This design comes from an exercise in tuning for small area and a short achievable clock period on the open sky130 flow, not from production work. RTL that was checked went through simulation tests only; none was proved equivalent to the original. Function not checked in runs 5 and 6: the RTL went through the layout flow alone. No driver is modelled on the clock port, so clocking that relies on it looks cheaper here than on a real chip. Power is estimated from default activity; no workload was simulated.

===== flow/design.v =====
package xor128_prng_bank_pkg;
  localparam int unsigned WORD_W  = 32;
  localparam logic [WORD_W-1:0] DEF_SEED0 = 32'd123456789;
  localparam logic [WORD_W-1:0] DEF_SEED1 = 32'd362436069;
  localparam logic [WORD_W-1:0] DEF_SEED2 = 32'd521288629;
  localparam logic [WORD_W-1:0] DEF_SEED3 = 32'd88675123;
  function automatic logic [WORD_W-1:0] xs_next_word(input logic [WORD_W-1:0] x,
                                                     input logic [WORD_W-1:0] w);
    logic [WORD_W-1:0] t;
    t = x ^ (x << 11);
    xs_next_word = w ^ (w >> 19) ^ t ^ (t >> 8);
  endfunction
endpackage
module xor128_lane
(
  input  logic              clk,
  input  logic              step_en,
  input  logic              seeding,
  input  logic [31:0]       shift_in,
  output logic [31:0]       x_o,
  output logic [31:0]       w_o
);
  logic [31:0] x_q, y_q, z_q, w_q;
  logic [31:0] t, delta, w_d;
  always_comb begin : lane_w_next
    t     = x_q ^ (x_q << 11);
    delta = (w_q >> 19) ^ t ^ (t >> 8);
    w_d   = (w_q & {32{!seeding}}) ^ (seeding ? shift_in : (delta & {32{step_en}}));
  end
  always_ff @(posedge clk) begin : lane_reg
    if (step_en) begin
      x_q <= y_q;
      y_q <= z_q;
      z_q <= w_q;
    end
    w_q <= w_d;
  end
  assign x_o = x_q;
  assign w_o = w_q;
endmodule
module xor128_prng_bank
#(
  parameter int unsigned SIZE   = 8,
  parameter int unsigned WARMUP = 16,
  parameter logic [31:0] SEED0  = xor128_prng_bank_pkg::DEF_SEED0,
  parameter logic [31:0] SEED1  = xor128_prng_bank_pkg::DEF_SEED1,
  parameter logic [31:0] SEED2  = xor128_prng_bank_pkg::DEF_SEED2,
  parameter logic [31:0] SEED3  = xor128_prng_bank_pkg::DEF_SEED3
) (
  input  logic                 iClk,
  input  logic                 iRst_n,
  input  logic                 iSeedValid,
  input  logic [127:0]         iSeed,
  output logic [SIZE*32-1:0]   oRand,
  output logic                 oValid,
  input  logic                 iReady,
  output logic                 oBusy
);
  localparam int unsigned CNT_W    = 6;   
  localparam logic [CNT_W-1:0] SEED_END = CNT_W'(4 * SIZE);
  localparam logic [CNT_W-1:0] LAST_CNT = CNT_W'(4 * SIZE + WARMUP - 1);
  localparam logic [31:0] DEF_WORD0 = xor128_prng_bank_pkg::xs_next_word(SEED0, SEED3);
  localparam logic [127:0] DEF_STEP1 = {DEF_WORD0, SEED3, SEED2, SEED1};
  logic             run_q;       
  logic             valid_q;     
  logic [CNT_W-1:0] cnt_q;       
  logic             own_seed_q;  
  logic             seed_end;    
  logic             warm_end;    
  assign seed_end = !run_q && (cnt_q == SEED_END - CNT_W'(1));
  assign warm_end = !run_q && (cnt_q == LAST_CNT);
  always_ff @(posedge iClk or negedge iRst_n) begin : fsm_reg
    if (!iRst_n) begin
      run_q      <= 1'b0;
      cnt_q      <= '0;
      own_seed_q <= 1'b0;
    end else if (iSeedValid) begin
      run_q      <= 1'b0;
      cnt_q      <= '0;
      own_seed_q <= (iSeed != '0);
    end else begin
      own_seed_q <= 1'b1;
      if (!run_q) cnt_q <= cnt_q + CNT_W'(1);
      if (warm_end) run_q <= 1'b1;
    end
  end
  always_ff @(posedge iClk or negedge iRst_n) begin : valid_reg
    if (!iRst_n) begin
      valid_q <= 1'b0;
    end else begin
      valid_q <= valid_q ^ (valid_q ? iSeedValid : (warm_end && !iSeedValid));
    end
  end
  logic [SIZE-1:0] lane_run_q;
  logic [SIZE-1:0] lane_seeded_q;    
  logic [SIZE-1:0] lane_step_en;
  for (genvar k = 0; k < SIZE; k++) begin : g_phase
    always_ff @(posedge iClk or negedge iRst_n) begin : phase_reg
      if (!iRst_n) begin
        lane_run_q[k]     <= 1'b0;
        lane_seeded_q[k]  <= 1'b0;
      end else begin
        lane_run_q[k]     <= lane_run_q[k] ^ (lane_run_q[k] ? iSeedValid
                                                            : (warm_end && !iSeedValid));
        lane_seeded_q[k]  <= lane_seeded_q[k] ^ (lane_seeded_q[k] ? iSeedValid
                                                                  : (seed_end && !iSeedValid));
      end
    end
    assign lane_step_en[k] = !lane_run_q[k] || iReady;
  end
  logic step_en;
  assign step_en = lane_step_en[SIZE-1];
  logic [31:0] lx_q, ly_q, lz_q, lw_q;
  always_ff @(posedge iClk) begin : last_lane_reg
    if (iSeedValid) begin
      {lz_q, ly_q, lx_q} <= iSeed[95:0];
    end else if (!own_seed_q) begin
      {lz_q, ly_q, lx_q} <= DEF_STEP1[95:0];
    end else if (step_en) begin
      lx_q <= ly_q;
      ly_q <= lz_q;
      lz_q <= lw_q;
    end
  end
  logic [31:0] lt, ldelta, lw_d;
  always_comb begin : last_lane_w
    lt      = lx_q ^ (lx_q << 11);
    ldelta  = (lw_q >> 19) ^ lt ^ (lt >> 8);
    if (iSeedValid)  lw_d = iSeed[127:96];
    else if (!own_seed_q) lw_d = DEF_STEP1[127:96];
    else             lw_d = lw_q ^ (ldelta & {32{step_en}});
  end
  always_ff @(posedge iClk) begin : last_lane_w_reg
    lw_q <= lw_d;
  end
  logic [31:0] chain_x [SIZE];
  assign chain_x[SIZE-1] = lx_q;
  assign oRand[(SIZE-1)*32 +: 32] = lw_q;
  for (genvar k = 0; k < SIZE - 1; k++) begin : g_lane
    logic [31:0] lane_w;
    xor128_lane u_lane (
      .clk      (iClk),
      .step_en  (lane_step_en[k]),
      .seeding  (!lane_seeded_q[k]),
      .shift_in (chain_x[k+1]),
      .x_o      (chain_x[k]),
      .w_o      (lane_w)
    );
    assign oRand[k*32 +: 32] = lane_w;
  end
  assign oValid = valid_q;
  assign oBusy  = !valid_q;
endmodule

===== flow/flow/run.sh =====
#!/bin/bash
set -euo pipefail
export BUFFER_PORTS_ARGS="-buffer_cell sky130_fd_sc_hd__buf_2"
export POST_CTS_TCL="$(pwd)/flow/post_cts.tcl"
export FLOW_POST_CTS_MARGIN=1.4
bash standard.sh > standard_flow.log 2>&1

===== flow/flow/post_cts.tcl =====
set block [ord::get_db_block]
set clk_net [[$block findBTerm iClk] getNet]
set port_loads [$clk_net getITerms]
if { [llength $port_loads] == 1 } {
  set root [[lindex $port_loads 0] getInst]
  set master [[$root getMaster] getName]
  set out_net [[$root findITerm X] getNet]
  set sinks {}
  foreach it [$out_net getITerms] {
    if { [$it isInputSignal] } { lappend sinks $it }
  }
  set all_bufs 1
  foreach it $sinks {
    if { ![string match "sky130_fd_sc_hd__clkbuf_*" [[[$it getInst] getMaster] getName]] } {
      set all_bufs 0
    }
  }
  puts "post_cts: root [$root getName] ($master) drives [llength $sinks] pins, all buffers: $all_bufs"
  if { [string match "sky130_fd_sc_hd__clkbuf_*" $master] && [llength $sinks] <= 4 && $all_bufs
       && [llength [$out_net getBTerms]] == 0 } {
    foreach it $sinks {
      $it disconnect
      $it connect $clk_net
    }
    odb::dbInst_destroy $root
    odb::dbNet_destroy $out_net
    puts "post_cts: removed root clock buffer"
    estimate_parasitics -placement
    report_clock_skew
  }
}

if { [info exists ::env(FLOW_POST_CTS_MARGIN)] } {
  report_worst_slack
  repair_timing -setup -setup_margin $::env(FLOW_POST_CTS_MARGIN) -repair_tns 100 -verbose
  detailed_placement
  check_placement -verbose
  estimate_parasitics -placement
  report_worst_slack
  report_design_area
}

===== flow/standard.sh =====
#!/bin/bash
# synth_recipe.tcl (not shown) runs the flow's synth.tcl, then flattens the netlist and writes it again
# the make line also repeats each setting of config.mk as NAME=value (left out here)
make -C /OpenROAD-flow-scripts/flow DESIGN_CONFIG=/design/flow/config.mk WORK_HOME=/design/flow/orfs CLKGATE_MAP_FILE= SYNTH_SCRIPT=/design/flow/synth_recipe.tcl "${@:-finish}"

===== flow/config.mk =====
export PLATFORM = sky130hd
export DESIGN_NAME = xor128_prng_bank
export DESIGN_NICKNAME = xor128_prng_bank
export VERILOG_FILES = /design/flow/design.v
export SDC_FILE = /design/flow/constraint.sdc
export NUM_CORES = 4
export LEC_CHECK = 0
export CAP_MARGIN = 20
export CORE_MARGIN = 2
export CORE_UTILIZATION = 60
export CTS_CLUSTER_DIAMETER = 80
export CTS_CLUSTER_SIZE = 20
export SLEW_MARGIN = 20

===== flow/constraint.sdc =====
create_clock -name core_clock -period 3.0 [get_ports {iClk}]
set_input_delay 0.6000 -clock core_clock [delete_from_list [all_inputs] [get_ports {iClk}]]
set_output_delay 0.6000 -clock core_clock [all_outputs]
set_load 0.01 [all_outputs]

==> flow_metrics.tcl, run 1 <==
set metrics [dict create \
    post-route-util 0.698 \
    fp.dieH_microns 266 \
    die_w_microns 266 \
    synth_cell_type_count 44 \
    cap_violations 0 \
    gp_congestion 0.979 \
    synth_top_area_share 0.560 \
    synth_seq_cells 1048 \
    critPathArrivalTime_ps 2130 \
    final_nets 3586 \
    hold_violations 0 \
    rsz0062_at_grt "false" \
    p_leak_nw 18.1 \
    finalCritPeriodShare 0.580 \
    synth_area_leaders "edfxtp_1, dfxtp_1, xnor2_1" \
    start_kind "flip-flop" \
    final_max_slew_viol_count 0 \
    peakVddDrop_mv 0.519 \
    avgSynthCellArea_sq_um 13.7 \
    grt_pass1_vias 24879 \
    min_from "iSeed[96]" \
    synth-async-reset-ratio 0.0229 \
    holdPathEnd "lw_q[0]" \
    core_sq_um 68200 \
    drt-wirelength-per-cell_microns 23.2 \
    worstReg2RegStart "g_lane[4].u_lane.x_q[11]" \
    antenna_found_initial 4 \
    clock_latency_ps 460 \
    synth_nets 3131 \
    grt_overflow_total 0 \
    cts.clk_slew.worst_paths_ps 100 \
    yosysMostFrequentCell "edfxtp_1" \
    cts.sinks 1048 \
    portBuffers 389 \
    syn_to_final_growth_pct 15.6 \
    min_path_type "primary input to flip-flop" \
    fin_setup_tns_ps 0 \
    reg2reg_slack_ps 1260 \
    grt_pass1_wl_microns 152000 \
    totalPowerFinal_mw 32.6 \
    dp_cells 4184 \
    outcome "timing/DRC/antenna clean" \
    wl_microns 102000 \
    cpMostUsedCell "xnor2_1" \
    setup_viol 0 \
    r2r_cells 4 \
    yosysWarnings 4 \
    synth_common_cells "edfxtp_1, xnor2_1, nor2_1" \
    cp_max_fo 3 \
    rows 96 \
    worstHoldPathCells 3 \
    syn_area_sq_um 41200 \
    dr.first_iter.drc_count 2612 \
    slowest_stage "edfxtp_1" \
    tritoncts "yes" \
    drc 0 \
    skew_ps 27.8 \
    worst-path-buf-inv 0 \
    antenna_left 0 \
    cpPeakStageDelay_ps 520 \
    crit_required_ps 3390 \
    stdcell_count 4385 \
    worst_slew_pin_slew_ps 890 \
    dieArea_sq_um 70800 \
    min_period_ps 1740 \
    p_per_area_nw_per_um2 685 \
    place_hpwl_microns 71100 \
    synth-main-ff-cell "edfxtp_1" \
    synth_cells 2998 \
    vias 25504 \
    pin_count 390 \
    synth_edf_count 768 \
    yosys.area.top_type "edfxtp_1" \
    path_class "flip-flop to flip-flop" \
    fmax_mhz 574 \
    avgViaCountPerCell 5.82 \
    grt_usage 0.285 \
    start_util 0.604 \
    end_kind "flip-flop" \
    path_delay_family "XOR/XNOR gates" \
    timing.max_slew.rel_slack 0.406 \
    grt_max_degree 97 \
    first_pass_iters 6 \
    r2r-end "g_lane[4].u_lane.w_q[14]" \
    seq_area_frac_synth 0.699 \
    cp_cell_sequence "xnor2_1 -> xnor2_1 -> or3_1 -> a31oi_1" \
    drive_above_1_share 0.245 \
]
## cell usage in the layout, fill, tap and decap left out, types with 6 or more instances in the layout
cell,instances
dfrtp_1,17
buf_4,180
nor2b_4,8
xor2_1,102
xnor3_1,26
nand2_1,34
clkbuf_1,46
a22o_1,46
o21ai_0,163
a32oi_1,14
nor2_1,346
xnor2_2,21
buf_6,10
nand3_1,16
inv_1,79
a31oi_1,145
or4_1,6
or3_1,152
dfxtp_1,33
buf_2,314
nand2b_1,6
a21oi_1,141
buf_12,17
clkinvlp_4,9
xnor2_1,394
o211ai_1,6
dfxtp_2,148
a21o_1,6
nor4_1,35
dfxtp_4,75
edfxtp_1,768
clkbuf_16,57
nand3b_1,6
nand4_1,12
## flip-flops by register name (all words and copies together) (netlist names), 6 cells and up
name	flops
cnt_q	6
g_lane.u_lane.w_q	224
g_lane.u_lane.x_q	224
g_lane.u_lane.y_q	224
g_lane.u_lane.z_q	224
lane_run_q	8
lane_seeded_q	7
lw_q	32
lx_q	32
ly_q	32
lz_q	32
## cells by family (layout without fill, tap and decap cells)
logic type               after synthesis  count (layout)  synth area share
other                                  0               2                 0
multiplexers                           1               1          0.000243
AND/OR/NAND/NOR                      643             643            0.0751
AO/OA/AOI/OAI                        537             537            0.0772
flip-flops                          1048            1048             0.699
buffers and inverters                215             718            0.0199
adder cells (fa/ha/maj)                1               1          0.000304
XOR/XNOR                             553             553             0.128
## through the flow
step                      cell area [sq um]  setup WS (ps)  hold slack (ps)
after floorplan                       41200           28.6              304
after global placement                44400            732              400
after global routing                  47600           1160              386
final                                 47600           1260              393
after detailed placement              44400            658              405
## worst max path at each step
stage	start	endpoint	slack (ps)	cells after the start
final	g_lane[4].u_lane.x_q[11]	g_lane[4].u_lane.w_q[14]	1260	4
after global routing	g_lane[4].u_lane.x_q[11]	g_lane[4].u_lane.w_q[14]	1160	4
after detailed placement	iReady	g_lane[1].u_lane.w_q[22]	660	6
after global placement	iReady	g_lane[1].u_lane.w_q[22]	730	6
after floorplan	iReady	g_lane[6].u_lane.w_q[22]	30	4
## metal layers
layer	GRT usage	up-vias	wire (microns)
li1	-	11715	-
met1	0.398	12784	42200
met2	0.472	844	50200
met3	0.0421	159	6660
met4	0.0749	2	2830
met5	0	-	13
## power by group
part / switching, mW / total (mW) / internal [mW]
clock network: 4.45 / 8.09 / 3.64
logic: 2.96 / 5.81 / 2.85
registers: 1.30 / 18.7 / 17.4
## worst register-to-register path: cells and delay by family (launching register included)
family	cells	cell delay, ps
DFF	1	520
xor gates and xnor gates	2	650
and+or+nand+nor	1	330
AOI/OAI and AO/OA	1	180
## area by class of cell
cell class	count	area, sq um
well taps	882	1100
multi-input cells	1735	11800
repair buffers	523	3390
flip-flops and latches	1048	29300
clock buffers	104	1610
repair inverters	2	10.0
fillers	4774	20600
clock inverters	3	31.3
diodes	2	5.00
inverters	86	349
==> run 2, diff against run 1 <==
==> flow/flow/run.sh (replaced) <==
#!/bin/bash
set -euo pipefail
export BUFFER_PORTS_ARGS="-buffer_cell sky130_fd_sc_hd__buf_2"
export POST_CTS_TCL="$(pwd)/flow/post_cts.tcl"
export FLOW_POST_CTS_MARGIN=1.35
bash standard.sh > standard_flow.log 2>&1
--- a/flow/config.mk
+++ b/flow/config.mk
@@ -8,6 +8,6 @@
 export CAP_MARGIN = 20
 export CORE_MARGIN = 2
 export CORE_UTILIZATION = 60
-export CTS_CLUSTER_DIAMETER = 80
-export CTS_CLUSTER_SIZE = 20
+export CTS_CLUSTER_DIAMETER = 100
+export CTS_CLUSTER_SIZE = 25
 export SLEW_MARGIN = 20
==> run 2 against run 1 <==
Still clean; first-iteration DRC count is 5.3% lower; worst hold slack worse by 15 ps; sequential power hardly changed; design area is 3.0% lower; largest power group unchanged.
==> flow_metrics.tcl, run 2 <==
set metrics [dict create \
    avgViaCountPerCell 5.85 \
    synth-async-reset-ratio 0.0229 \
    final_cell_mix "edfxtp_1, xnor2_1, buf_2" \
    place_hpwl_microns 71100 \
    synth_common_cells "edfxtp_1, xnor2_1, nor2_1" \
    gp_congestion 0.979 \
    finalCritPeriodShare 0.587 \
    vias 25158 \
    cts.clk_slew.worst_paths_ps 110 \
    cap_violations 0 \
    final_max_slew_viol_count 0 \
    yosysMostFrequentCell "edfxtp_1" \
    seq_area_frac_synth 0.699 \
    first_pass_iters 5 \
    grt_pass1_vias 24365 \
    synth_edf_count 768 \
    syn_to_final_growth_pct 12.2 \
    final_common_cell "edfxtp_1" \
    grt_max_degree 97 \
    start_util 0.604 \
    grt_overflow_total 0 \
    fp.dieH_microns 266 \
    min_period_ps 1760 \
    die_w_microns 266 \
    yosys.area.top_type "edfxtp_1" \
    portBuffers 389 \
    drt-wirelength-per-cell_microns 23.2 \
    worst_slew_pin_slew_ps 899 \
    end_kind "flip-flop" \
    clock_latency_ps 440 \
    fmax_mhz 568 \
    syn_area_sq_um 41200 \
    rsz0062_at_grt "false" \
    fin_setup_tns_ps 0 \
    peakVddDrop_mv 0.474 \
    crit_required_ps 3370 \
    synth-main-ff-cell "edfxtp_1" \
    synth_top_area_share 0.560 \
    wl_microns 99800 \
    drc 0 \
    cts.sinks 1048 \
    timing.max_slew.rel_slack 0.401 \
    setup_viol 0 \
    path_class "flip-flop to flip-flop" \
    antenna_found_initial 3 \
    synth_cell_type_count 44 \
    yosysWarnings 4 \
    p_leak_nw 17.5 \
    p_per_area_nw_per_um2 683 \
    synth_area_leaders "edfxtp_1, dfxtp_1, xnor2_1" \
    pin_count 390 \
    grt_usage 0.277 \
    antenna_left 0 \
    min_path_type "primary input to flip-flop" \
    start_kind "flip-flop" \
    synth_cells 2998 \
    rows 96 \
    core_sq_um 68200 \
    design_area_sq_um 46200 \
    grt_pass1_wl_microns 148000 \
    hold_violations 0 \
    tritoncts "yes" \
    avgSynthCellArea_sq_um 13.7 \
    outcome "timing/DRC/antenna clean" \
    skew_ps 13.9 \
    place_area_sq_um 44400 \
    synth_seq_cells 1048 \
    synth_nets 3131 \
    dieArea_sq_um 70800 \
    critPathArrivalTime_ps 2140 \
    dr.first_iter.drc_count 2474 \
    final_nets 3506 \
    drive_above_1_share 0.192 \
    cp_max_fo 3 \
]
==> run 2: cell types whose count changed in the layout (fill, tap and decap cells not counted), moves of 9 or more <==
cell / delta
dfxtp_2: -36
buf_6: -10
buf_2: +64
xnor2_1: +9
dfxtp_4: -72
dfxtp_1: +108
buf_4: -127
xnor2_2: -9
clkbuf_16: -9
==> run 2: cells by family (layout without fill, tap and decap cells) <==
| family | after synthesis | after routing | synth area share |
|---|---|---|---|
| flip-flops | 1048 | 1048 | 0.699 |
| XOR/XNOR | 553 | 553 | 0.128 |
| AND/OR/NAND/NOR | 643 | 643 | 0.0751 |
| other | 0 | 3 | 0 |
| multiplexers | 1 | 1 | 0.000243 |
| AO/OA/AOI/OAI | 537 | 537 | 0.0772 |
| buffers and inverters | 215 | 629 | 0.0199 |
| adder cells (fa/ha/maj) | 1 | 1 | 0.000304 |
==> run 2: worst paths after layout <==
kind / cells after the start / slack, ps / end / start
worst max-delay path: 4 / 1240 / g_lane[4].u_lane.w_q[11] / g_lane[4].u_lane.x_q[19]
min in group asynchronous: 2 / 750 / own_seed_q / iRst_n
max in group asynchronous: 2 / 1690 / lane_seeded_q[1] / iRst_n
worst max register to register: 4 / 1240 / g_lane[4].u_lane.w_q[11] / g_lane[4].u_lane.x_q[19]
worst min-delay path: 3 / 380 / lw_q[2] / iSeed[98]
worst min register to register: 0 / 420 / g_lane[1].u_lane.x_q[19] / g_lane[1].u_lane.y_q[19]
==> run 2: cell type report <==
type / instances / area (sq um)
Multi-Input combinational cell: 1735 / 11700
Sequential cell: 1048 / 29000
Timing Repair inverter: 2 / 10.0
Clock inverter: 1 / 20.0
Antenna cell: 3 / 7.51
Inverter: 86 / 349
Tap cell: 882 / 1100
Timing Repair Buffer: 454 / 2670
Clock buffer: 86 / 1340
Fill cell: 4973 / 22000
==> run 2: report_power, final <==
part | total, mW | internal, mW | switching [mW]
registers | 18.7 | 17.4 | 1.37
logic | 5.43 | 2.63 | 2.79
clock network | 7.39 | 3.08 | 4.31
==> run 2: through the flow <==
step / hold slack (ps) / instances / power, mW / setup slack, ps / util
after global placement: 400 / 4184 / 24.1 / 732 / 0.650
final: 378 / 4297 / 31.6 / 1240 / 0.677
after global routing: 388 / 4296 / 32.9 / 1180 / 0.677
after floorplan: 304 / 2998 / 22.2 / 28.6 / -
after detailed placement: 405 / 4184 / 24.3 / 658 / 0.650
==> run 2: metal layers <==
metal  global-route usage  share of wire  wire length [microns]
met4               0.0616          0.022                   2190
met3               0.0333          0.063                   6240
met1                0.388           0.42                  41600
met2                0.470           0.50                  49700
met5                    0        0.00011                     11
==> run 2: worst max-delay path, stage by stage, from the launching register on <==
cell	delay (ps)
edfxtp_1	510
xnor2_2	300
xor3_1	400
or3_1	320
a31oi_1	170
==> run 3, diff against run 2 <==
==> flow/flow/run.sh (replaced) <==
#!/bin/bash
# Standard ORFS layout with these changes:
#  - plain buffers (instead of the resizer's default pick) on the ports;
#  - then it repairs setup timing towards a slack margin of FLOW_POST_CTS_MARGIN;
#  - the repair after global routing aims for FLOW_GRT_MARGIN (flow/pre_grt.tcl).
set -euo pipefail
export BUFFER_PORTS_ARGS="-buffer_cell sky130_fd_sc_hd__buf_2"
export POST_CTS_TCL="$(pwd)/flow/post_cts.tcl"
export PRE_GLOBAL_ROUTE_TCL="$(pwd)/flow/pre_grt.tcl"
export FLOW_POST_CTS_MARGIN=1.42
export FLOW_GRT_MARGIN=1.42
bash standard.sh > standard_flow.log 2>&1
==> flow/flow/pre_grt.tcl (new file) <==
# Runs before global routing (PRE_GLOBAL_ROUTE_TCL): the timing repair that
# follows global routing aims for the slack margin in FLOW_GRT_MARGIN (ns),
# now with global-route parasitics.
if { [info exists ::env(FLOW_GRT_MARGIN)] } {
  set ::env(SETUP_SLACK_MARGIN) $::env(FLOW_GRT_MARGIN)
}
==> run 3 against run 2 <==
Utilization grew 5.7 points; maximum frequency rose by 6.5%; register-to-register slack improved by 110 ps.
==> flow_metrics.tcl, run 3 <==
set metrics [dict create \
    outcome "timing/DRC/antenna clean" \
    syn_to_final_growth_pct 21.5 \
    place_hpwl_microns 71100 \
    pin_count 390 \
    clock_latency_ps 440 \
    synth_nets 3131 \
    fin_ws_ps 1350 \
    holdWs_ps 382 \
    synth-async-reset-ratio 0.0229 \
    grt_max_degree 97 \
    fmax_mhz 605 \
    die_w_microns 266 \
    p_per_area_nw_per_um2 656 \
    stdcell_count 4551 \
    synth_edf_count 768 \
    min_path_type "primary input to flip-flop" \
    synth_top_area_share 0.560 \
    fp.dieH_microns 266 \
    cts.clk_slew.worst_paths_ps 110 \
    synth_cell_type_count 44 \
    drt-wirelength-per-cell_microns 23.3 \
    start_kind "flip-flop" \
    cts.sinks 1048 \
    seq_area_frac_synth 0.699 \
    vias 26467 \
    rows 96 \
    yosys.area_share.simple 0.0751 \
    rsz0062_at_grt "true" \
    end_kind "flip-flop" \
    yosysMostFrequentCell "edfxtp_1" \
    peakVddDrop_mv 0.473 \
    skew_ps 14.6 \
    synth_xor_xnor_area_share 0.128 \
    cap_violations 0 \
    grt_pass1_vias 25286 \
    antenna_found_initial 3 \
    grt_overflow_total 0 \
    dieArea_sq_um 70800 \
    synth_cells 2998 \
    final_common_cell "edfxtp_1" \
    synth-main-ff-cell "edfxtp_1" \
    worst_slew_pin_slew_ps 726 \
    synth_area_leaders "edfxtp_1, dfxtp_1, xnor2_1" \
    synth_top_family_by_area "XOR/XNOR gates" \
    yosys.area.top_type "edfxtp_1" \
    timing.max_slew.rel_slack 0.516 \
    path_class "flip-flop to flip-flop" \
    cp_max_fo 2 \
    grt_pass1_wl_microns 154000 \
    first_pass_iters 7 \
    crit_required_ps 3370 \
    avgSynthCellArea_sq_um 13.7 \
    avgViaCountPerCell 5.82 \
    synthAdderAreaFrac 0.000304 \
    fin_setup_tns_ps 0 \
    yosysWarnings 4 \
    final_cell_mix "edfxtp_1, nor2_1, buf_4" \
    nFillCells 4486 \
    antenna_left 0 \
    dp_cells 4184 \
    finalCritPeriodShare 0.551 \
    gp_congestion 0.979 \
    p_leak_nw 19.5 \
    final_max_slew_viol_count 0 \
    portBuffers 389 \
    core_sq_um 68200 \
    synth_compound_area_frac 0.0772 \
    drive_above_1_share 0.315 \
    drc 0 \
    tritoncts "yes" \
    hold_violations 0 \
    synth_common_cells "edfxtp_1, xnor2_1, nor2_1" \
    final_nets 3761 \
    dr.first_iter.drc_count 2702 \
    min_period_ps 1650 \
    syn_area_sq_um 41200 \
    synth_seq_cells 1048 \
    place_ws_ps 658 \
    synth_mux_area_frac 0.000243 \
    grt_usage 0.289 \
    setup_viol 0 \
    critPathArrivalTime_ps 2030 \
    wl_microns 106000 \
    start_util 0.604 \
]
[run 3: changes by cell type in the layout (fill, tap and decap cells not counted), moves of 26 or more]
cell     previous run  this run
buf_2             378       268
buf_4              53       337
buf_6               0        82
dfxtp_1           141         3
dfxtp_4             3       119
xnor2_1           403       329
xnor2_2            12        81
xor2_1            107        80
xor2_2              0        26
[run 3: cell families after synthesis]
family                     count (synthesis)
DFF                                     1048
and+or+nand+nor                          643
xor gates and xnor gates                 553
AOI/OAI and AO/OA                        537
buffers and inverters                    215
muxes                                      1
adders and majority gates                  1
[run 3: through the flow]
step	total power [mW]	utilization	area (sq um)
global placement	24.1	0.650	44400
global route	34.1	0.734	50100
finish	32.8	0.734	50100
detailed placement	24.3	0.650	44400
floorplan	22.2	-	41200
[run 3: worst max-delay path, cell delays in order (launching register included)]
cell      delay, ps
edfxtp_1        490
xnor2_2         280
xor3_1          310
or3_1           330
a31oi_1         170
[run 3: worst paths after layout]
kind	start	end	slack, ps	cells after the start
hold / removal	iSeed[98]	lw_q[2]	380	3
hold reg to reg	g_lane[2].u_lane.y_q[6]	g_lane[2].u_lane.x_q[6]	420	0
setup / recovery	g_lane[4].u_lane.x_q[8]	g_lane[4].u_lane.w_q[11]	1350	4
min in group asynchronous	iRst_n	own_seed_q	750	2
max in group asynchronous	iRst_n	lane_seeded_q[2]	1690	2
setup reg to reg	g_lane[4].u_lane.x_q[8]	g_lane[4].u_lane.w_q[11]	1350	4
[run 3: metal layers]
| layer | wire length (microns) | GRT usage | part of all wire | vias up |
|---|---|---|---|---|
| met5 | 0 | 0 | 0 | - |
| met4 | 2560 | 0.0671 | 0.024 | 0 |
| met3 | 7350 | 0.0398 | 0.069 | 154 |
| met2 | 52800 | 0.488 | 0.50 | 1001 |
| met1 | 43300 | 0.403 | 0.41 | 13277 |
| li1 | - | - | - | 12035 |
[run 3: final cells by class]
| type | instances | area [sq um] | area share |
|---|---|---|---|
| diodes | 2 | 5.00 | 0.000100 |
| repair buffers | 708 | 5200 | 0.104 |
| flip-flops and latches | 1048 | 29400 | 0.588 |
| multi-input cells | 1736 | 12600 | 0.252 |
| clock inverters | 1 | 20.0 | 0.000400 |
| clock buffers | 86 | 1340 | 0.0268 |
| repair inverters | 2 | 12.5 | 0.000250 |
| inverters | 86 | 349 | 0.00697 |
| well taps | 882 | 1100 | 0.0220 |
[run 3: power breakdown]
part | switching [mW] | internal, mW
Combinational | 3.27 | 3.47
Clock | 4.30 | 3.08
Sequential | 1.28 | 17.4
Total | 8.85 | 24.0
==> run 4, diff against run 3 <==
--- a/flow/flow/run.sh
+++ b/flow/flow/run.sh
@@ -7,6 +7,6 @@
 export BUFFER_PORTS_ARGS="-buffer_cell sky130_fd_sc_hd__buf_2"
 export POST_CTS_TCL="$(pwd)/flow/post_cts.tcl"
 export PRE_GLOBAL_ROUTE_TCL="$(pwd)/flow/pre_grt.tcl"
-export FLOW_POST_CTS_MARGIN=1.42
-export FLOW_GRT_MARGIN=1.42
+export FLOW_POST_CTS_MARGIN=1.35
+export FLOW_GRT_MARGIN=1.35
 bash standard.sh > standard_flow.log 2>&1
==> run 4 against run 3 <==
Still clean; non-clock buffer count down 192; routed wire length is 4.7% lower; synthesized area stayed put; design area decreased by 5.8%; maximum frequency decreased by 4.2%; sequential power barely moved; critical endpoint unchanged; largest cell class unchanged; largest power group unchanged.
==> flow_metrics.tcl, run 4 <==
set metrics [dict create \
    vias 25459 \
    crit_start "g_lane[4].u_lane.x_q[8]" \
    final_nets 3569 \
    cap_violations 0 \
    synth_cell_type_count 44 \
    cp_max_fo 2 \
    synthAdderAreaFrac 0.000304 \
    min_path_type "primary input to flip-flop" \
    synth-async-reset-ratio 0.0229 \
    drc 0 \
    p_leak_nw 18.0 \
    synth_mux_area_frac 0.000243 \
    dr.first_iter.drc_count 2437 \
    synth_xor_xnor_area_share 0.128 \
    grt_usage 0.277 \
    end_kind "flip-flop" \
    r2r_cells 4 \
    drt-wirelength-per-cell_microns 23.1 \
    grt_pass1_vias 24365 \
    final_max_slew_viol_count 0 \
    seq_area_frac_synth 0.699 \
    setup_viol 0 \
    wl_microns 101000 \
    grt_max_degree 97 \
    reg2reg_slack_ps 1270 \
    path_class "flip-flop to flip-flop" \
    outcome "timing/DRC/antenna clean" \
    syn_area_sq_um 41200 \
    yosys.area.top_type "edfxtp_1" \
    synth_top_area_share 0.560 \
    place_area_sq_um 44400 \
    place_hpwl_microns 71100 \
    clock_latency_ps 450 \
    antenna_left 0 \
    post-route-util 0.691 \
    synth_common_cells "edfxtp_1, xnor2_1, nor2_1" \
    dieArea_sq_um 70800 \
    yosysWarnings 4 \
    syn_to_final_growth_pct 14.5 \
    crit_required_ps 3370 \
    first_pass_iters 6 \
    synth_compound_area_frac 0.0772 \
    final_cell_mix "edfxtp_1, xnor2_1, buf_2" \
    peakVddDrop_mv 0.474 \
    synth_edf_count 768 \
    synth_area_leaders "edfxtp_1, dfxtp_1, xnor2_1" \
    synth_nets 3131 \
    rows 96 \
    totalPowerFinal_mw 31.8 \
    hold_violations 0 \
    core_sq_um 68200 \
    min_period_ps 1730 \
    pin_count 390 \
    critPathArrivalTime_ps 2100 \
    synth_cells 2998 \
    fmax_mhz 579 \
    cp-endpoint "g_lane[4].u_lane.w_q[11]" \
    antenna_found_initial 3 \
    worstReg2RegStart "g_lane[4].u_lane.x_q[8]" \
    worstHoldPathCells 3 \
    synth_seq_cells 1048 \
    yosys.area_share.simple 0.0751 \
    fp.dieH_microns 266 \
    portBuffers 389 \
    design_area_sq_um 47100 \
    tritoncts "yes" \
    skew_ps 13.9 \
    cts.sinks 1048 \
    drive_above_1_share 0.231 \
    synth_top_family_by_area "XOR/XNOR gates" \
    fin_setup_tns_ps 0 \
    start_kind "flip-flop" \
    timing.max_slew.rel_slack 0.511 \
    holdWs_ps 382 \
    start_util 0.604 \
    avgViaCountPerCell 5.84 \
    grt_pass1_wl_microns 148000 \
    synth-main-ff-cell "edfxtp_1" \
    yosysMostFrequentCell "edfxtp_1" \
    finalCritPeriodShare 0.575 \
    rsz0062_at_grt "true" \
    p_per_area_nw_per_um2 674 \
    worst_slew_pin_slew_ps 734 \
    cts.clk_slew.worst_paths_ps 110 \
    avgSynthCellArea_sq_um 13.7 \
    final_common_cell "edfxtp_1" \
    grt_overflow_total 0 \
    r2r-end "g_lane[4].u_lane.w_q[11]" \
    gp_congestion 0.979 \
    die_w_microns 266 \
]
run 4: cell type report:
| class | count | area, sq um |
|---|---|---|
| Sequential cell | 1048 | 29100 |
| Inverter | 86 | 349 |
| Timing Repair Buffer | 516 | 3210 |
| Timing Repair inverter | 2 | 12.5 |
| Multi-Input combinational cell | 1736 | 12000 |
| Clock inverter | 1 | 20.0 |
| Antenna cell | 3 | 7.51 |
| Fill cell | 4857 | 21100 |
| Clock buffer | 86 | 1340 |
| Tap cell | 882 | 1100 |
run 4: worst min-delay path by stage:
| stage | start | to | slack, ps |
|---|---|---|---|
| after floorplan | iRst_n | cnt_q[0] | 300 |
| after global placement | g_lane[1].u_lane.y_q[19] | g_lane[1].u_lane.x_q[19] | 400 |
| after detailed placement | g_lane[0].u_lane.z_q[0] | g_lane[0].u_lane.y_q[0] | 400 |
| after global routing | iSeed[99] | lw_q[3] | 390 |
| final | iSeed[98] | lw_q[2] | 380 |
run 4: logic make-up (layout without fill, tap and decap cells):
family          Yosys count  after routing
flops                  1048           1048
simple gates            643            644
xor+xnor                553            553
compound gates          537            537
buf+inv                 215            691
fa+ha+maj                 1              1
mux                       1              1
other cells               0              3
run 4: layer usage:
metal | wire length (microns) | up-vias | global-route usage
li1 | - | 11673 | -
met1 | 42200 | 12770 | 0.388
met2 | 50400 | 883 | 0.470
met3 | 6000 | 131 | 0.0333
met4 | 2210 | 2 | 0.0616
met5 | 11 | - | 0
run 4: critical path, cell delays in order, from the launching register on:
cell and delay [ps]:
edfxtp_1 470, xnor2_2 270, xor3_1 410, or3_1 330, a31oi_1 180
run 4: where the power goes:
part	switching (mW)	internal (mW)	total, mW	leakage, nW
registers	1.37	17.4	18.8	10.6
logic	2.86	2.77	5.64	6.74
clock network	4.31	3.08	7.39	0.646
total	8.54	23.2	31.8	18.0
run 4: metrics by stage:
step | worst slack, ps | std cells
2_1_floorplan | 28.6 | 2998
3_3_place_gp | 732 | 4184
3_5_place_dp | 658 | 4184
5_1_grt | 1240 | 4359
6_report | 1270 | 4360
==> run 5, diff against run 4 <==
--- a/flow/design.v
+++ b/flow/design.v
@@ -15,27 +15,24 @@
 (
   input  logic              clk,
   input  logic              step_en,
-  input  logic              seeding,
+  input  logic              load,
   input  logic [31:0]       shift_in,
-  output logic [31:0]       x_o,
   output logic [31:0]       w_o
 );
-  logic [31:0] x_q, y_q, z_q, w_q;
-  logic [31:0] t, delta, w_d;
+  logic [31:0] t_q, y_q, z_q, w_q;
+  logic [31:0] delta, w_d;
   always_comb begin : lane_w_next
-    t     = x_q ^ (x_q << 11);
-    delta = (w_q >> 19) ^ t ^ (t >> 8);
-    w_d   = (w_q & {32{!seeding}}) ^ (seeding ? shift_in : (delta & {32{step_en}}));
+    delta = (w_q >> 19) ^ t_q ^ (t_q >> 8);
+    w_d   = (w_q & {32{!load}}) ^ (load ? shift_in : (delta & {32{step_en}}));
   end
   always_ff @(posedge clk) begin : lane_reg
     if (step_en) begin
-      x_q <= y_q;
+      t_q <= y_q ^ (y_q << 11);
       y_q <= z_q;
       z_q <= w_q;
     end
     w_q <= w_d;
   end
-  assign x_o = x_q;
   assign w_o = w_q;
 endmodule
 module xor128_prng_bank
@@ -60,7 +57,7 @@
   localparam logic [CNT_W-1:0] SEED_END = CNT_W'(4 * SIZE);
   localparam logic [CNT_W-1:0] LAST_CNT = CNT_W'(4 * SIZE + WARMUP - 1);
   localparam logic [31:0] DEF_WORD0 = xor128_prng_bank_pkg::xs_next_word(SEED0, SEED3);
-  localparam logic [127:0] DEF_STEP1 = {DEF_WORD0, SEED3, SEED2, SEED1};
+  localparam logic [31:0] DEF_T1    = SEED1 ^ (SEED1 << 11);
   logic             run_q;       
   logic             valid_q;     
   logic [CNT_W-1:0] cnt_q;       
@@ -91,61 +88,82 @@
       valid_q <= valid_q ^ (valid_q ? iSeedValid : (warm_end && !iSeedValid));
     end
   end
-  logic [SIZE-1:0] lane_run_q;
-  logic [SIZE-1:0] lane_seeded_q;    
-  logic [SIZE-1:0] lane_step_en;
-  for (genvar k = 0; k < SIZE; k++) begin : g_phase
-    always_ff @(posedge iClk or negedge iRst_n) begin : phase_reg
-      if (!iRst_n) begin
-        lane_run_q[k]     <= 1'b0;
-        lane_seeded_q[k]  <= 1'b0;
-      end else begin
-        lane_run_q[k]     <= lane_run_q[k] ^ (lane_run_q[k] ? iSeedValid
-                                                            : (warm_end && !iSeedValid));
-        lane_seeded_q[k]  <= lane_seeded_q[k] ^ (lane_seeded_q[k] ? iSeedValid
-                                                                  : (seed_end && !iSeedValid));
-      end
+  logic        l_run_q;    
+  logic        l_step_en;
+  logic [31:0] lt_q, ly_q, lz_q, lw_q;
+  always_ff @(posedge iClk or negedge iRst_n) begin : last_phase_reg
+    if (!iRst_n) begin
+      l_run_q <= 1'b0;
+    end else begin
+      l_run_q <= l_run_q ^ (l_run_q ? iSeedValid : (warm_end && !iSeedValid));
     end
-    assign lane_step_en[k] = !lane_run_q[k] || iReady;
   end
-  logic step_en;
-  assign step_en = lane_step_en[SIZE-1];
-  logic [31:0] lx_q, ly_q, lz_q, lw_q;
+  assign l_step_en = !l_run_q || iReady;
   always_ff @(posedge iClk) begin : last_lane_reg
     if (iSeedValid) begin
-      {lz_q, ly_q, lx_q} <= iSeed[95:0];
+      lt_q <= iSeed[31:0] ^ (iSeed[31:0] << 11);
+      {lz_q, ly_q} <= iSeed[95:32];
     end else if (!own_seed_q) begin
-      {lz_q, ly_q, lx_q} <= DEF_STEP1[95:0];
-    end else if (step_en) begin
-      lx_q <= ly_q;
+      lt_q <= DEF_T1;
+      {lz_q, ly_q} <= {SEED3, SEED2};
+    end else if (l_step_en) begin
+      lt_q <= ly_q ^ (ly_q << 11);
       ly_q <= lz_q;
       lz_q <= lw_q;
     end
   end
-  logic [31:0] lt, ldelta, lw_d;
+  logic [31:0] ldelta, lw_d;
   always_comb begin : last_lane_w
-    lt      = lx_q ^ (lx_q << 11);
-    ldelta  = (lw_q >> 19) ^ lt ^ (lt >> 8);
-    if (iSeedValid)  lw_d = iSeed[127:96];
-    else if (!own_seed_q) lw_d = DEF_STEP1[127:96];
-    else             lw_d = lw_q ^ (ldelta & {32{step_en}});
+    ldelta = (lw_q >> 19) ^ lt_q ^ (lt_q >> 8);
+    if (iSeedValid)       lw_d = iSeed[127:96];
+    else if (!own_seed_q) lw_d = DEF_WORD0;
+    else                  lw_d = lw_q ^ (ldelta & {32{l_step_en}});
   end
   always_ff @(posedge iClk) begin : last_lane_w_reg
     lw_q <= lw_d;
   end
-  logic [31:0] chain_x [SIZE];
-  assign chain_x[SIZE-1] = lx_q;
+  logic [31:0] chain_w [SIZE];
+  assign chain_w[SIZE-1] = lw_q;
   assign oRand[(SIZE-1)*32 +: 32] = lw_q;
   for (genvar k = 0; k < SIZE - 1; k++) begin : g_lane
+    localparam logic [CNT_W-1:0] LOAD_LAST = CNT_W'(4 * k + 3 + (SIZE - 1 - k));
+    logic run_q_k;
+    logic loaded_q;
+    logic held_q;
+    logic step_en;
     logic [31:0] lane_w;
+    always_ff @(posedge iClk or negedge iRst_n) begin : phase_reg
+      if (!iRst_n) begin
+        loaded_q <= 1'b0;
+        held_q   <= 1'b0;
+      end else if (iSeedValid) begin
+        loaded_q <= 1'b0;
+        held_q   <= 1'b0;
+      end else begin
+        if (!run_q && cnt_q == LOAD_LAST) begin
+          loaded_q <= 1'b1;
+          held_q   <= 1'b1;
+        end
+        if (seed_end) held_q <= 1'b0;
+        if (warm_end) held_q <= 1'b1;
+      end
+    end
+    always_ff @(posedge iClk or negedge iRst_n) begin : run_reg
+      if (!iRst_n) begin
+        run_q_k <= 1'b0;
+      end else begin
+        run_q_k <= run_q_k ^ (run_q_k ? iSeedValid : (warm_end && !iSeedValid));
+      end
+    end
+    assign step_en = !held_q || (run_q_k && iReady);
     xor128_lane u_lane (
       .clk      (iClk),
-      .step_en  (lane_step_en[k]),
-      .seeding  (!lane_seeded_q[k]),
-      .shift_in (chain_x[k+1]),
-      .x_o      (chain_x[k]),
+      .step_en  (step_en),
+      .load     (!loaded_q),
+      .shift_in (chain_w[k+1]),
       .w_o      (lane_w)
     );
+    assign chain_w[k] = lane_w;
     assign oRand[k*32 +: 32] = lane_w;
   end
   assign oValid = valid_q;
==> flow/flow/run.sh (replaced) <==
#!/bin/bash
set -euo pipefail
export BUFFER_PORTS_ARGS="-buffer_cell sky130_fd_sc_hd__buf_2"
export POST_CTS_TCL="$(pwd)/flow/post_cts.tcl"
export FLOW_POST_CTS_MARGIN=1.35
bash standard.sh > standard_flow.log 2>&1
removed: flow/flow/pre_grt.tcl
==> run 5 against run 4 <==
Routed wire length shrank 0.59%; design area is 0.77% lower; maximum frequency decreased by 5.5%; synthesized area increased by 0.73%; count of clock-buffer cells in the layout decreased by 3; critical path depth did not move; first-iteration DRC count fell by 3.7%; critical path type unchanged; highest routed layer unchanged; utilization decreased by 0.77 points; clock power increased by 0.7%.
==> flow_metrics.tcl, run 5 <==
set metrics [dict create \
    outcome "timing/DRC/antenna clean" \
    dieArea_sq_um 71300 \
    setup_viol 0 \
    syn_area_sq_um 41500 \
    synth-async-reset-ratio 0.0294 \
    cpPeakStageDelay_ps 480 \
    final_common_cell "edfxtp_1" \
    rsz0062_at_grt "false" \
    syn_to_final_growth_pct 12.8 \
    skew_ps 23.0 \
    synth_area_leaders "edfxtp_1, dfxtp_1, xnor2_1" \
    drt-wirelength-per-cell_microns 24.1 \
    synth_top_family_by_area "XOR/XNOR gates" \
    cts.clk_slew.worst_paths_ps 110 \
    dr.first_iter.drc_count 2347 \
    crit_required_ps 3220 \
    start_kind "flip-flop" \
    yosysWarnings 4 \
    worstReg2RegStart "own_seed_q" \
    core_sq_um 68500 \
    first_pass_iters 5 \
    synth_seq_cells 1055 \
    critPathArrivalTime_ps 2050 \
    min_path_type "primary input to async pin" \
    antenna_found_initial 5 \
    synth-main-ff-cell "edfxtp_1" \
    vias 23523 \
    antenna_left 0 \
    holdWs_ps 244 \
    p_per_area_nw_per_um2 995 \
    clock_latency_ps 450 \
    synth_nets 2975 \
    final_nets 3376 \
    die_w_microns 267 \
    min_period_ps 1830 \
    slowest_stage "dfrtp_1" \
    place_hpwl_microns 71500 \
    grt_pass1_vias 23236 \
    cts.sinks 1055 \
    synth_common_cells "edfxtp_1, nor2_1, xnor2_1" \
    start_util 0.606 \
    timing.max_slew.rel_slack 0.367 \
    hold_violations 0 \
    cap_violations 0 \
    drc 0 \
    synth_cells 2839 \
    path_class "flip-flop to flip-flop" \
    seq_area_frac_synth 0.698 \
    pin_count 390 \
    multi_input_area_sq_um 12000 \
    fp.dieH_microns 267 \
    wl_microns 100000 \
    synth_xor_xnor_area_share 0.170 \
    grt_overflow_total 0 \
    grt_pass1_wl_microns 147000 \
    portBuffers 389 \
    regArea_sq_um 29500 \
    fmax_mhz 547 \
    yosys.area_share.simple 0.0631 \
    p_leak_nw 18.8 \
    synth_cell_type_count 45 \
    finalCritPeriodShare 0.609 \
    final_cell_mix "edfxtp_1, nor2_1, buf_2" \
    grt_max_degree 105 \
    crit_start "own_seed_q" \
    final_max_slew_viol_count 0 \
    synth_compound_area_frac 0.0553 \
    yosysMostFrequentCell "edfxtp_1" \
    tritoncts "yes" \
    nFillCells 4852 \
    avgViaCountPerCell 5.65 \
    synth_edf_count 768 \
    fin_setup_tns_ps 0 \
    synthAdderAreaFrac 0.00121 \
    yosys.area.top_type "edfxtp_1" \
    grt_usage 0.279 \
    avgSynthCellArea_sq_um 14.6 \
    end_kind "flip-flop" \
    worst_slew_pin_slew_ps 950 \
    synth_top_area_share 0.556 \
    cp_max_fo 41 \
    gp_congestion 0.949 \
    drive_above_1_share 0.232 \
    cp_cell_sequence "clkbuf_8 -> nand2_1 -> buf_12 -> o22ai_1" \
    peakVddDrop_mv 0.685 \
    synth_mux_area_frac 0.000241 \
    rows 96 \
]
## run 5: cell types whose count changed after synthesis, moves of 22 or more
cell       change
or3_1        -152
a31oi_1      -137
nor2_1       +119
a21oi_1       +83
inv_1         -80
xor2_1       +106
xnor2_1       -88
xnor3_1       +77
o21ai_0      -139
nand2_1       +81
clkbuf_1      -45
a2bb2oi_1     +22
o22a_1        +24
a22o_1        -24
## run 5: metrics by stage
step	util	setup slack, ps	total power [mW]	instance area, sq um	cells
2_1_floorplan	-	264	34.2	41500	2839
3_3_place_gp	0.654	864	38.5	44700	4067
3_5_place_dp	0.654	831	38.9	44700	4067
5_1_grt	0.683	1230	49.0	46800	4161
6_report	0.683	1170	46.6	46800	4162
## run 5: path summary, 6_finish.rpt
path	endpoint	slack, ps	cells past startpoint
min in group core_clock	lw_q[2]	390	3
max in group asynchronous	g_lane[6].loaded_q	2160	1
worst max register to register	lt_q[22]	1170	4
worst min-delay path	own_seed_q	240	1
worst min register to register	g_lane[4].u_lane.y_q[28]	420	0
worst max-delay path	lt_q[22]	1170	4
## run 5: worst max-delay path: cells and delay by family (launching register included)
family | cells | cell delay (ps)
AND/OR/NAND/NOR | 1 | 150
AO/OA/AOI/OAI | 1 | 350
flip-flops | 1 | 480
buffers and inverters | 2 | 580
## run 5: report_power, final
part           switching (mW)  internal [mW]  total (mW)  leakage, nW
Clock                    4.36           3.08        7.44        0.654
Combinational            5.69           7.41        13.1         7.47
Sequential               4.35           21.7        26.0         10.7
Total                    14.4           32.2        46.5         18.8
## run 5: logic make-up (layout without fill, tap and decap cells)
family / Yosys count / in the layout
DFF: 1055 / 1055
and+or+nand+nor: 648 / 648
xor gates and xnor gates: 642 / 642
AOI/OAI and AO/OA: 372 / 372
buffers and inverters: 117 / 555
adders and majority gates: 4 / 4
muxes: 1 / 1
other: 0 / 3
## run 5: per-layer routing
| layer | global-route usage | wire length [microns] | vias up |
|---|---|---|---|
| met5 | 0 | 12 | - |
| met4 | 0.0758 | 2690 | 2 |
| met3 | 0.0399 | 6850 | 151 |
| met2 | 0.458 | 48900 | 791 |
| met1 | 0.393 | 41900 | 11781 |
| li1 | - | - | 10798 |
## run 5: layout make-up
cell class / count / area share
antenna: 3 / 0.000160
multi-input combinational: 1667 / 0.258
inverter: 13 / 0.00147
clock buffer: 83 / 0.0285
clock inverter: 3 / 0.000963
sequential: 1055 / 0.630
timing repair buffer: 456 / 0.0582
tap: 882 / 0.0236
==> run 6, diff against run 5 <==
==> flow/flow/run.sh (replaced) <==
#!/bin/bash
set -euo pipefail
export BUFFER_PORTS_ARGS="-buffer_cell sky130_fd_sc_hd__buf_2"
export POST_CTS_TCL="$(pwd)/flow/post_cts.tcl"
export FLOW_POST_CTS_MARGIN=1.45
bash standard.sh > standard_flow.log 2>&1
==> run 6 against run 5 <==
Worst setup slack gained 120 ps; worst hold slack lost 13 ps; first-iteration DRC count shrank 0.34%; clock power grew 0.5%; maximum frequency grew 7.2%; synthesized area is the same; non-clock buffer count grew 257; sequential power shrank 3%; global-route usage grew 2.9 points; register-to-register slack gained 230 ps.
==> flow_metrics.tcl, run 6 <==
set metrics [dict create \
    start_util 0.606 \
    vias 25185 \
    core_sq_um 68500 \
    tritoncts "yes" \
    grt_usage 0.308 \
    clock_latency_ps 450 \
    synth-main-ff-cell "edfxtp_1" \
    path_delay_family "flip-flops" \
    rows 96 \
    outcome "timing/DRC/antenna clean" \
    pin_count 390 \
    final_common_cell "edfxtp_1" \
    critPathArrivalTime_ps 1100 \
    reg2reg_slack_ps 1400 \
    skew_ps 17.9 \
    cts.clk_slew.worst_paths_ps 110 \
    p_leak_nw 20.5 \
    drc 0 \
    p_per_area_nw_per_um2 989 \
    grt_pass1_wl_microns 160000 \
    fmax_mhz 587 \
    rsz0062_at_grt "false" \
    min_path_type "primary input to async pin" \
    avgSynthCellArea_sq_um 14.6 \
    antenna_left 0 \
    final_max_slew_viol_count 0 \
    worstReg2RegStart "own_seed_q" \
    worst_slew_pin_slew_ps 875 \
    yosys.area.top_type "edfxtp_1" \
    synth_top_area_share 0.556 \
    final_nets 3633 \
    cp_cell_sequence "inv_1 -> buf_2" \
    drive_above_1_share 0.301 \
    synth_seq_cells 1055 \
    cts.sinks 1055 \
    r2r-end "lt_q[11]" \
    portBuffers 389 \
    first_pass_iters 5 \
    synth_edf_count 768 \
    min_period_ps 1700 \
    die_w_microns 267 \
    setup_viol 0 \
    yosysMostFrequentCell "edfxtp_1" \
    yosysWarnings 4 \
    holdWs_ps 231 \
    syn_to_final_growth_pct 21.1 \
    grt_max_degree 85 \
    end_kind "output pin" \
    synth_cell_type_count 45 \
    totalPowerFinal_mw 49.7 \
    final_cell_mix "edfxtp_1, nor2_1, xnor2_1" \
    grt_pass1_vias 24949 \
    fp.dieH_microns 267 \
    drt-wirelength-per-cell_microns 25.0 \
    gp_congestion 0.949 \
    cpPeakStageDelay_ps 480 \
    cap_violations 0 \
    stdcell_count 4417 \
    synth-async-reset-ratio 0.0294 \
    fin_setup_tns_ps 0 \
    synth_area_leaders "edfxtp_1, dfxtp_1, xnor2_1" \
    seq_area_frac_synth 0.698 \
    slowest_stage "dfrtp_2" \
    synth_common_cells "edfxtp_1, nor2_1, xnor2_1" \
    syn_area_sq_um 41500 \
    place_hpwl_microns 71500 \
    r2r_cells 4 \
    dr.first_iter.drc_count 2339 \
    dp_cells 4067 \
    worst-path-buf-inv 2 \
    path_class "flip-flop to output pin" \
    timing.max_slew.rel_slack 0.417 \
    crit_required_ps 2400 \
    antenna_found_initial 6 \
    synth_cells 2839 \
    grt_overflow_total 0 \
    dieArea_sq_um 71300 \
    hold_violations 0 \
    start_kind "flip-flop" \
    avgViaCountPerCell 5.70 \
    wl_microns 110000 \
    finalCritPeriodShare 0.568 \
    synth_nets 2975 \
    nFillCells 4488 \
    peakVddDrop_mv 0.682 \
    cp_max_fo 3 \
]
## run 6: cell counts after synthesis
No cell type changed its count.
## run 6: routing by layer
layer | global-route usage | share of wire | up-vias
met5 | 0 | 0.00046 | -
met4 | 0.111 | 0.039 | 8
met3 | 0.0531 | 0.071 | 217
met2 | 0.510 | 0.49 | 918
met1 | 0.414 | 0.40 | 12712
li1 | - | - | 11330
## run 6: logic make-up (layout without fill, tap and decap cells)
group                    Yosys count  count (layout)  share of synthesized area
adder cells (fa/ha/maj)            4               4                    0.00121
flip-flops                      1055            1055                      0.698
AO/OA/AOI/OAI                    372             372                     0.0553
AND/OR/NAND/NOR                  648             648                     0.0631
XOR/XNOR                         642             642                      0.170
other                              0               1                          0
buffers and inverters            117             812                     0.0123
multiplexers                       1               1                   0.000241
## run 6: layout make-up
| class | instances | area [sq um] | area share |
|---|---|---|---|
| Sequential cell | 1055 | 29800 | 0.594 |
| Multi-Input combinational cell | 1667 | 12100 | 0.240 |
| Timing Repair Buffer | 713 | 5750 | 0.114 |
| Clock buffer | 83 | 1330 | 0.0265 |
| Tap cell | 882 | 1100 | 0.0220 |
| Inverter | 13 | 105 | 0.00209 |
| Clock inverter | 3 | 45.0 | 0.000896 |
| Antenna cell | 1 | 2.50 | 0.0000498 |
## run 6: power by group
| group | total [mW] | switching (mW) | internal [mW] | leakage (nW) |
|---|---|---|---|---|
| registers | 25.2 | 3.39 | 21.9 | 10.8 |
| logic | 17.0 | 7.57 | 9.40 | 9.11 |
| clock network | 7.48 | 4.39 | 3.08 | 0.654 |
| total | 49.7 | 15.4 | 34.3 | 20.5 |
## run 6: how the worst max path moves through the flow
| stage | start | endpoint | slack (ps) | cells after the start |
|---|---|---|---|---|
| after floorplan | iSeedValid | lt_q[0] | 260 | 4 |
| after global placement | iReady | g_lane[5].u_lane.z_q[7] | 860 | 4 |
| after detailed placement | iReady | g_lane[5].u_lane.z_q[18] | 830 | 4 |
| after global routing | valid_q | oBusy | 1240 | 2 |
| final | valid_q | oBusy | 1300 | 2 |
## run 6: metrics by stage
| step | area [sq um] | setup slack, ps | utilization |
|---|---|---|---|
| after detailed placement | 44700 | 831 | 0.654 |
| after global routing | 50300 | 1240 | 0.734 |
| final | 50300 | 1300 | 0.734 |
| after global placement | 44700 | 864 | 0.654 |
| after floorplan | 41500 | 264 | - |
==> run 7, diff against run 6 <==
--- a/flow/design.v
+++ b/flow/design.v
@@ -57,7 +57,6 @@
   localparam logic [CNT_W-1:0] SEED_END = CNT_W'(4 * SIZE);
   localparam logic [CNT_W-1:0] LAST_CNT = CNT_W'(4 * SIZE + WARMUP - 1);
   localparam logic [31:0] DEF_WORD0 = xor128_prng_bank_pkg::xs_next_word(SEED0, SEED3);
-  localparam logic [31:0] DEF_T1    = SEED1 ^ (SEED1 << 11);
   logic             run_q;       
   logic             valid_q;     
   logic [CNT_W-1:0] cnt_q;       
@@ -90,7 +89,7 @@
   end
   logic        l_run_q;    
   logic        l_step_en;
-  logic [31:0] lt_q, ly_q, lz_q, lw_q;
+  logic [31:0] lx_q, ly_q, lz_q, lw_q;
   always_ff @(posedge iClk or negedge iRst_n) begin : last_phase_reg
     if (!iRst_n) begin
       l_run_q <= 1'b0;
@@ -101,20 +100,19 @@
   assign l_step_en = !l_run_q || iReady;
   always_ff @(posedge iClk) begin : last_lane_reg
     if (iSeedValid) begin
-      lt_q <= iSeed[31:0] ^ (iSeed[31:0] << 11);
-      {lz_q, ly_q} <= iSeed[95:32];
+      {lz_q, ly_q, lx_q} <= iSeed[95:0];
     end else if (!own_seed_q) begin
-      lt_q <= DEF_T1;
-      {lz_q, ly_q} <= {SEED3, SEED2};
+      {lz_q, ly_q, lx_q} <= {SEED3, SEED2, SEED1};
     end else if (l_step_en) begin
-      lt_q <= ly_q ^ (ly_q << 11);
+      lx_q <= ly_q;
       ly_q <= lz_q;
       lz_q <= lw_q;
     end
   end
-  logic [31:0] ldelta, lw_d;
+  logic [31:0] lt, ldelta, lw_d;
   always_comb begin : last_lane_w
-    ldelta = (lw_q >> 19) ^ lt_q ^ (lt_q >> 8);
+    lt     = lx_q ^ (lx_q << 11);
+    ldelta = (lw_q >> 19) ^ lt ^ (lt >> 8);
     if (iSeedValid)       lw_d = iSeed[127:96];
     else if (!own_seed_q) lw_d = DEF_WORD0;
     else                  lw_d = lw_q ^ (ldelta & {32{l_step_en}});
==> flow/flow/run.sh (replaced) <==
#!/bin/bash
set -euo pipefail
export BUFFER_PORTS_ARGS="-buffer_cell sky130_fd_sc_hd__buf_2"
export POST_CTS_TCL="$(pwd)/flow/post_cts.tcl"
export FLOW_POST_CTS_MARGIN=1.35
bash standard.sh > standard_flow.log 2>&1
==> run 7 against run 6 <==
Maximum frequency decreased by 2.2%; cell count decreased by 5.8%; utilization down 4.9 points; via count shrank 5.9%; worst hold slack improved by 8.0 ps; sequential share of layout area is 3.6 points higher; critical endpoint is now g_lane[5].held_q.
==> flow_metrics.tcl, run 7 <==
set metrics [dict create \
    timing.max_slew.rel_slack 0.395 \
    core_sq_um 68300 \
    synth_nets 2955 \
    final_common_cell "edfxtp_1" \
    seq_area_frac_synth 0.701 \
    die_w_microns 266 \
    synth_seq_cells 1055 \
    critPathArrivalTime_ps 2130 \
    outcome "timing/DRC/antenna clean" \
    finalCritPeriodShare 0.581 \
    dr.first_iter.drc_count 2335 \
    crit_required_ps 3390 \
    synth_area_leaders "edfxtp_1, dfxtp_1, xnor2_1" \
    end_kind "flip-flop" \
    vias 23702 \
    avgViaCountPerCell 5.69 \
    synth_top_area_share 0.558 \
    portBuffers 389 \
    tritoncts "yes" \
    wl_microns 98500 \
    antenna_left 0 \
    gp_congestion 0.932 \
    start_kind "flip-flop" \
    min_period_ps 1740 \
    dieArea_sq_um 71000 \
    drc 0 \
    p_leak_nw 18.8 \
    path_class "flip-flop to flip-flop" \
    synth-async-reset-ratio 0.0294 \
    drt-wirelength-per-cell_microns 23.7 \
    grt_pass1_vias 23486 \
    rsz0062_at_grt "false" \
    final_cell_mix "edfxtp_1, nor2_1, buf_2" \
    first_pass_iters 5 \
    synth_edf_count 768 \
    syn_area_sq_um 41300 \
    cp_max_fo 7 \
    holdWs_ps 239 \
    antenna_found_initial 2 \
    skew_ps 24.5 \
    grt_overflow_total 0 \
    cap_violations 0 \
    place_hpwl_microns 69800 \
    synth_common_cells "edfxtp_1, nor2_1, xnor2_1" \
    peakVddDrop_mv 0.619 \
    rows 96 \
    avgSynthCellArea_sq_um 14.7 \
    worst_slew_pin_slew_ps 907 \
    p_per_area_nw_per_um2 962 \
    hold_violations 0 \
    synth_cells 2819 \
    final_max_slew_viol_count 0 \
    grt_pass1_wl_microns 145000 \
    syn_to_final_growth_pct 13.3 \
    pin_count 390 \
    fin_setup_tns_ps 0 \
    drive_above_1_share 0.239 \
    final_nets 3376 \
    cts.sinks 1055 \
    yosysMostFrequentCell "edfxtp_1" \
    clock_latency_ps 450 \
    grt_usage 0.275 \
    grt_max_degree 83 \
    min_path_type "primary input to async pin" \
    yosysWarnings 4 \
    yosys.area.top_type "edfxtp_1" \
    synth_cell_type_count 48 \
    cts.clk_slew.worst_paths_ps 110 \
    fp.dieH_microns 266 \
    start_util 0.604 \
    setup_viol 0 \
    fmax_mhz 574 \
    synth-main-ff-cell "edfxtp_1" \
]
==> run 7: cell count changes after synthesis, sizes merged, moves of 10 or more <==
cell	before	now
a22oi	13	0
o21ai	26	16
o21a	5	16
nor2	468	446
xnor2	326	303
nand2	116	89
a22o	22	42
nor3	2	14
o32a	0	11
o22a	24	34
a2bb2oi	22	12
==> run 7: area by class of cell <==
| cell class | count | area, sq um |
|---|---|---|
| Sequential cell | 1055 | 29500 |
| Fill cell | 4885 | 21500 |
| Multi-Input combinational cell | 1641 | 11900 |
| Timing Repair Buffer | 478 | 2860 |
| Clock buffer | 86 | 1340 |
| Tap cell | 882 | 1100 |
| Inverter | 17 | 78.8 |
| Clock inverter | 3 | 66.3 |
| Antenna cell | 1 | 2.50 |
==> run 7: final timing paths <==
path,from,endpoint,slack [ps],cells past startpoint
setup / recovery,cnt_q[0],g_lane[5].held_q,1260,5
hold / removal,iRst_n,own_seed_q,240,1
min in group core_clock,iSeed[105],lw_q[9],390,3
max in group asynchronous,iRst_n,own_seed_q,2150,1
setup reg to reg,cnt_q[0],g_lane[5].held_q,1260,5
hold reg to reg,g_lane[5].u_lane.z_q[20],g_lane[5].u_lane.y_q[20],400,0
==> run 7: kinds of logic (layout without fill, tap and decap cells) <==
kind of cell             Yosys count  count (layout)  share of synthesized area
flip-flops                      1055            1055                      0.701
AND/OR/NAND/NOR                  636             636                     0.0639
XOR/XNOR                         610             610                      0.161
AO/OA/AOI/OAI                    390             390                     0.0602
buffers and inverters            123             584                     0.0124
adder cells (fa/ha/maj)            4               4                    0.00121
multiplexers                       1               1                   0.000242
other                              0               1                          0
==> run 7: layer usage <==
metal | share of wire | up-vias | wire length (microns) | global-route usage
met2 | 0.49 | 814 | 47800 | 0.451
met5 | 0.00013 | - | 13 | 0
met3 | 0.068 | 137 | 6680 | 0.0420
met4 | 0.024 | 2 | 2380 | 0.0660
li1 | - | 10851 | - | -
met1 | 0.42 | 11898 | 41600 | 0.392
==> run 7: metrics by stage <==
stage | cells | worst slack [ps] | power, mW | utilization | area [sq um]
finish | 4163 | 1260 | 45.0 | 0.685 | 46800
global route | 4163 | 1130 | 47.4 | 0.685 | 46800
detailed placement | 4052 | 707 | 37.3 | 0.654 | 44700
global placement | 4052 | 788 | 37.0 | 0.654 | 44700
floorplan | 2819 | 260 | 33.1 | - | 41300
==> run 7: worst max-delay path, stage by stage, from the launching register on <==
cell     delay, ps
dfrtp_2        460
ha_1           240
nand3_1        190
nor2_1         110
a31oi_2        470
o31a_1         210
==> run 7: report_power, final <==
| part | switching [mW] | internal, mW | total (mW) |
|---|---|---|---|
| clock network | 4.38 | 3.11 | 7.49 |
| logic | 5.43 | 7.02 | 12.5 |
| registers | 3.90 | 21.2 | 25.1 |

## afterwards: timing with drivers on the ports
The results above use ideal ports. As a check the final layouts listed here were re-extracted and re-timed, cells and wires unchanged.
Step 1 sets driving cells, clkbuf_16 on the clock port and buf_2 on the other inputs (assumed; they add their load-dependent delay and slew).
Step 2, shift: input delay + t, output delay - t, t = (earliest + latest rising clock arrival at the registers) / 2. This alone moves slack from input paths to output paths.
a / b / c = ideal ports / drivers / drivers and shift; a / b = the first two.
run | shift t [ns] | setup WS [ns] | worst hold slack (ns) | pins driven straight from the clock port
run 1 | 0.574 | 1.259 / 1.259 / 0.863 | 0.393 / 0.287 / 0.403 | 4
run 2 | 0.567 | 1.239 / 1.205 / 0.883 | 0.378 / 0.273 / 0.419 | 4
run 3 | 0.566 | 1.347 / 1.266 / 1.039 | 0.382 / 0.279 / 0.417 | 4
run 4 | 0.565 | 1.274 / 1.240 / 0.938 | 0.382 / 0.278 / 0.417 | 4
run 5 | 0.568 | 1.173 / 1.165 / 0.825 | 0.244 / 0.151 / 0.419 | 4
run 6 | 0.570 | 1.296 / 1.164 / 0.890 | 0.231 / 0.136 / 0.421 | 4
run 7 | 0.566 | 1.257 / 1.175 / 0.886 | 0.239 / 0.145 / 0.400 | 4
After both steps setup and hold are still met in every run listed. For run 6, which loses most, drivers alone change the setup slack by -0.132 ns; drivers and shift together by -0.406 ns.
